This design comes from an exercise in tuning for small area and a short achievable clock period on the open sky130 flow, not from production work.
Power and IR drop assume default switching activity.

== run 1 ==
==> flow/design.v <==
`default_nettype none
package rqfbi_pkg;
	localparam int RQFBI_DEPTH     = 16;
	localparam int RQFBI_ITEM_BITS = 32;
	localparam int KIND_W          = 3;
	localparam int DATA_W          = 32;
	localparam int CAP_W           = 5;
	localparam logic [KIND_W-1:0] KIND_SEND_BACK  = 3'd0;
	localparam logic [KIND_W-1:0] KIND_SEND_FRONT = 3'd1;
	localparam logic [KIND_W-1:0] KIND_RECEIVE    = 3'd2;
	localparam logic [KIND_W-1:0] KIND_PEEK       = 3'd3;
	localparam logic [KIND_W-1:0] KIND_DROP_FRONT = 3'd4;
	localparam logic [KIND_W-1:0] KIND_FLUSH      = 3'd5;
	typedef struct packed {
		logic [KIND_W-1:0] kind;
		logic [DATA_W-1:0] item_data;
	} rqfbi_cmd_t;
	typedef struct packed {
		logic              accepted;
		logic [DATA_W-1:0] out_data;
		logic [CAP_W-1:0]  items_held;
		logic [CAP_W-1:0]  slots_free;
		logic              is_empty;
		logic              is_full;
	} rqfbi_res_t;
endpackage
`default_nettype wire
`default_nettype none
module ring_queue_front_back_insert #(
	parameter int DEPTH     = rqfbi_pkg::RQFBI_DEPTH,
	parameter int ITEM_BITS = rqfbi_pkg::RQFBI_ITEM_BITS
) (
	input  wire logic                          clk,
	input  wire logic                          arst_n,
	input  wire logic                          start,
	output logic                               busy,
	input  wire rqfbi_pkg::rqfbi_cmd_t         cmd,
	input  wire logic                          cfg_valid,
	output logic                               cfg_ready,
	input  wire logic [rqfbi_pkg::CAP_W-1:0]   cfg_data,
	output logic                               done,
	output rqfbi_pkg::rqfbi_res_t              result
);
	localparam int IDX_W = 4;
	localparam int CW    = rqfbi_pkg::CAP_W;
	logic [ITEM_BITS-1:0] mem [16];
	logic [ITEM_BITS-1:0] rd_data_q;
	logic [CW-1:0]    held_q;
	logic [CW-1:0]    free_q;
	logic             empty_q;
	logic             full_q;
	logic [IDX_W-1:0] head_q;
	logic [IDX_W-1:0] tail_q;
	logic             valid_s1;
	logic             acc_s1;
	logic [CW-1:0]    res_held_q;
	logic [CW-1:0]    res_free_q;
	logic             res_empty_q;
	logic             res_full_q;
	logic [CW-1:0]    held_d;
	logic [CW-1:0]    free_d;
	logic             empty_d;
	logic             full_d;
	logic [IDX_W-1:0] head_d;
	logic [IDX_W-1:0] tail_d;
	logic             fire;
	logic             cfg_fire;
	logic [CW-1:0]    cap_sat;
	logic             is_sb, is_sf, is_rd, is_pop, is_flush;
	logic             do_push, do_pop, rd_ok;
	logic             acc_d;
	logic [15:0]      head_dec;
	logic [15:0]      tail_dec;
	logic [15:0]      we;
	logic [ITEM_BITS-1:0] front;
	assign busy      = cfg_valid;
	assign cfg_ready = ~valid_s1;
	assign fire      = start & ~cfg_valid;
	assign cfg_fire  = cfg_valid & ~valid_s1;
	always_comb begin
		if (cfg_data == '0) begin
			cap_sat = CW'(1);
		end else if (cfg_data > CW'(16)) begin
			cap_sat = CW'(16);
		end else begin
			cap_sat = cfg_data;
		end
	end
	assign is_sb    = cmd.kind == rqfbi_pkg::KIND_SEND_BACK;
	assign is_sf    = cmd.kind == rqfbi_pkg::KIND_SEND_FRONT;
	assign is_rd    = (cmd.kind == rqfbi_pkg::KIND_RECEIVE) | (cmd.kind == rqfbi_pkg::KIND_PEEK);
	assign is_pop   = (cmd.kind == rqfbi_pkg::KIND_RECEIVE) | (cmd.kind == rqfbi_pkg::KIND_DROP_FRONT);
	assign is_flush = cmd.kind == rqfbi_pkg::KIND_FLUSH;
	assign do_push = (is_sb | is_sf) & ~full_q;
	assign do_pop  = is_pop & ~empty_q;
	assign rd_ok   = is_rd & ~empty_q;
	assign acc_d   = do_push | rd_ok | do_pop | is_flush;
	always_comb begin
		for (int i = 0; i < 16; i++) begin
			head_dec[i] = head_q == IDX_W'(i);
			tail_dec[i] = tail_q == IDX_W'(i);
		end
	end
	always_comb begin
		for (int i = 0; i < 16; i++) begin
			we[i] = fire & ~full_q & ((is_sb & tail_dec[i]) | (is_sf & head_dec[(i + 1) % 16]));
		end
	end
	always_ff @(posedge clk) begin
		for (int i = 0; i < 16; i++) begin
			if (we[i]) begin
				mem[i] <= ITEM_BITS'(cmd.item_data);
			end
		end
	end
	always_comb begin
		front = '0;
		for (int i = 0; i < 16; i++) begin
			front = front | ({ITEM_BITS{rd_ok & head_dec[i]}} & mem[i]);
		end
	end
	always_ff @(posedge clk) begin
		rd_data_q <= front;
		acc_s1    <= acc_d;
	end
	always_comb begin
		held_d  = held_q;
		free_d  = free_q;
		empty_d = empty_q;
		full_d  = full_q;
		head_d  = head_q;
		tail_d  = tail_q;
		if (cfg_fire) begin
			held_d  = '0;
			free_d  = cap_sat;
			empty_d = 1'b1;
			full_d  = 1'b0;
			head_d  = '0;
			tail_d  = '0;
		end else if (fire) begin
			if (is_flush) begin
				held_d  = '0;
				free_d  = held_q + free_q;
				empty_d = 1'b1;
				full_d  = 1'b0;
				head_d  = '0;
				tail_d  = '0;
			end else if (do_push) begin
				held_d  = held_q + CW'(1);
				free_d  = free_q - CW'(1);
				empty_d = 1'b0;
				full_d  = free_q == CW'(1);
				if (is_sf) begin
					head_d = head_q - IDX_W'(1);
				end else begin
					tail_d = tail_q + IDX_W'(1);
				end
			end else if (do_pop) begin
				held_d  = held_q - CW'(1);
				free_d  = free_q + CW'(1);
				empty_d = held_q == CW'(1);
				full_d  = 1'b0;
				head_d  = head_q + IDX_W'(1);
			end
		end
	end
	always_ff @(posedge clk or negedge arst_n) begin
		if (!arst_n) begin
			held_q   <= '0;
			free_q   <= CW'(16);
			empty_q  <= 1'b1;
			full_q   <= 1'b0;
			head_q   <= '0;
			tail_q   <= '0;
			valid_s1 <= 1'b0;
		end else begin
			valid_s1 <= fire;
			held_q   <= held_d;
			free_q   <= free_d;
			empty_q  <= empty_d;
			full_q   <= full_d;
			head_q   <= head_d;
			tail_q   <= tail_d;
		end
	end
	always_ff @(posedge clk) begin
		res_held_q  <= held_d;
		res_free_q  <= free_d;
		res_empty_q <= empty_d;
		res_full_q  <= full_d;
	end
	assign done = valid_s1;
	always_comb begin
		result            = '0;
		result.accepted   = acc_s1;
		result.out_data   = rqfbi_pkg::DATA_W'(rd_data_q);
		result.items_held = res_held_q;
		result.slots_free = res_free_q;
		result.is_empty   = res_empty_q;
		result.is_full    = res_full_q;
	end
endmodule
`default_nettype wire
`default_nettype none
module rqfbi_top (
	input  wire logic        clk,
	input  wire logic        arst_n,
	input  wire logic        start,
	output logic             busy,
	input  wire logic [2:0]  cmd_kind,
	input  wire logic [31:0] cmd_data,
	input  wire logic        cfg_valid,
	output logic             cfg_ready,
	input  wire logic [4:0]  cfg_data,
	output logic             done,
	output logic             res_accepted,
	output logic [31:0]      res_out_data,
	output logic [4:0]       res_items_held,
	output logic [4:0]       res_slots_free,
	output logic             res_is_empty,
	output logic             res_is_full
);
	rqfbi_pkg::rqfbi_cmd_t cmd;
	rqfbi_pkg::rqfbi_res_t result;
	assign cmd.kind      = cmd_kind;
	assign cmd.item_data = cmd_data;
	ring_queue_front_back_insert u_q (
		.clk       (clk),
		.arst_n    (arst_n),
		.start     (start),
		.busy      (busy),
		.cmd       (cmd),
		.cfg_valid (cfg_valid),
		.cfg_ready (cfg_ready),
		.cfg_data  (cfg_data),
		.done      (done),
		.result    (result)
	);
	assign res_accepted   = result.accepted;
	assign res_out_data   = result.out_data;
	assign res_items_held = result.items_held;
	assign res_slots_free = result.slots_free;
	assign res_is_empty   = result.is_empty;
	assign res_is_full    = result.is_full;
endmodule
`default_nettype wire
export LEC_CHECK = 0
export CAP_MARGIN = 20
export CORE_MARGIN = 2
export CORE_UTILIZATION = 40
export SETUP_SLACK_MARGIN = 1.7
export SLEW_MARGIN = 20
create_clock -name core_clock -period 4.0 [get_ports {clk}]
standard.sh (not shown) runs the stock make flow with config.mk's settings and CLKGATE_MAP_FILE= SYNTH_SCRIPT=/design/flow/synth_recipe.tcl, a recipe that flattens the netlist after the stock synthesis.
==> flow/flow/run.sh <==
#!/bin/bash
# standard layout, with plain buffers (not delay cells) on the ports
set -o pipefail
bash standard.sh "BUFFER_PORTS_ARGS=-buffer_cell sky130_fd_sc_hd__buf_2" finish > standard.log 2>&1
The following lists how run 2 was set up differently from run 1:
Settings: SETUP_SLACK_MARGIN: 1.7 -> 1.6.
Notes after the runs:
Relative to run 1, the wire length of the first global-routing pass measured on run 2 has decreased by a few percent. Relative to run 1, run 2 improves number of vias in the routed layout. Summary of run 2 over run 1: setup slack of the most critical reg-to-reg path went down by 0.08 ns; total power went down by 510 uW.
The following lists how run 3 was set up differently from run 2:
Settings: SETUP_SLACK_MARGIN changed from 1.6 to 2.0.
On run 3: switching power share of the total is 0.91 points higher than what run 2 gave. Weighted congestion reported at the end of routability-driven placement of run 3 exceeds that of run 2 by a few percent. Any difference in clock transition at the register clock pins on the worst setup and hold paths after CTS between run 2 and run 3 is small enough to ignore. Relative to run 2, final total power has increased by about 4% in run 3. Run 3 vs run 2 — final critical delay including setup and external delays dropped 0.14 ns. Looking only at worst setup slack, and setting everything else aside, the lower value of run 3 and run 2 goes to run 2. The layout-stage area growth over the synthesis result of run 3 is higher than that of run 2. Taking run 2 as the reference point, the post-route clock period utilization of run 3 falls by 3.4 points. Compared with run 2, run 3 ends up with a larger final cell area. Between run 3 and run 2, number of antenna diodes is lower for run 2, run 3 comes in above that.
What run 4 does differently from run 3 at the input level:
Settings: SETUP_SLACK_MARGIN changed from 2.0 to 1.8.
Findings:
Delta (run 4 minus run 3): number of global-route vias before repair went down 156, portion of total power attributed to sequential cells went up 0.8 points, placement-stage worst setup slack went down 0.18 ns, minimum clock period went up 0.12 ns.
No run of this note included a check of the RTL's function; only the layout flow was run.

[what the ideal ports hide]
No port has a modelled driver above. Below, the same layouts with a new extraction and two added sets of constraints. Step 1 assumes that a clkbuf_16 drives the clock port and a buf_2 every other input. Step 2 times the ports against the registers' clock, not the clock port: input delays grow and output delays shrink by t, the midpoint of the rising clock arrivals with the driver on. Slacks: no drivers / after step 1 / after step 2; pairs: no drivers / after step 1.
run	t (ns)	setup WS [ns]	worst setup path after step 2
run 1	0.666	1.692 / 1.692 / 1.070	input to register
run 2	0.661	1.607 / 1.607 / 1.075	input to register
run 3	0.671	1.744 / 1.744 / 1.217	input to register
run 4	0.688	1.629 / 1.629 / 1.029	input to register
After both steps setup and hold are still met in every run listed. The setup slack of run 1, which loses most, moves by 0.000 ns with the drivers and by -0.622 ns with both steps.
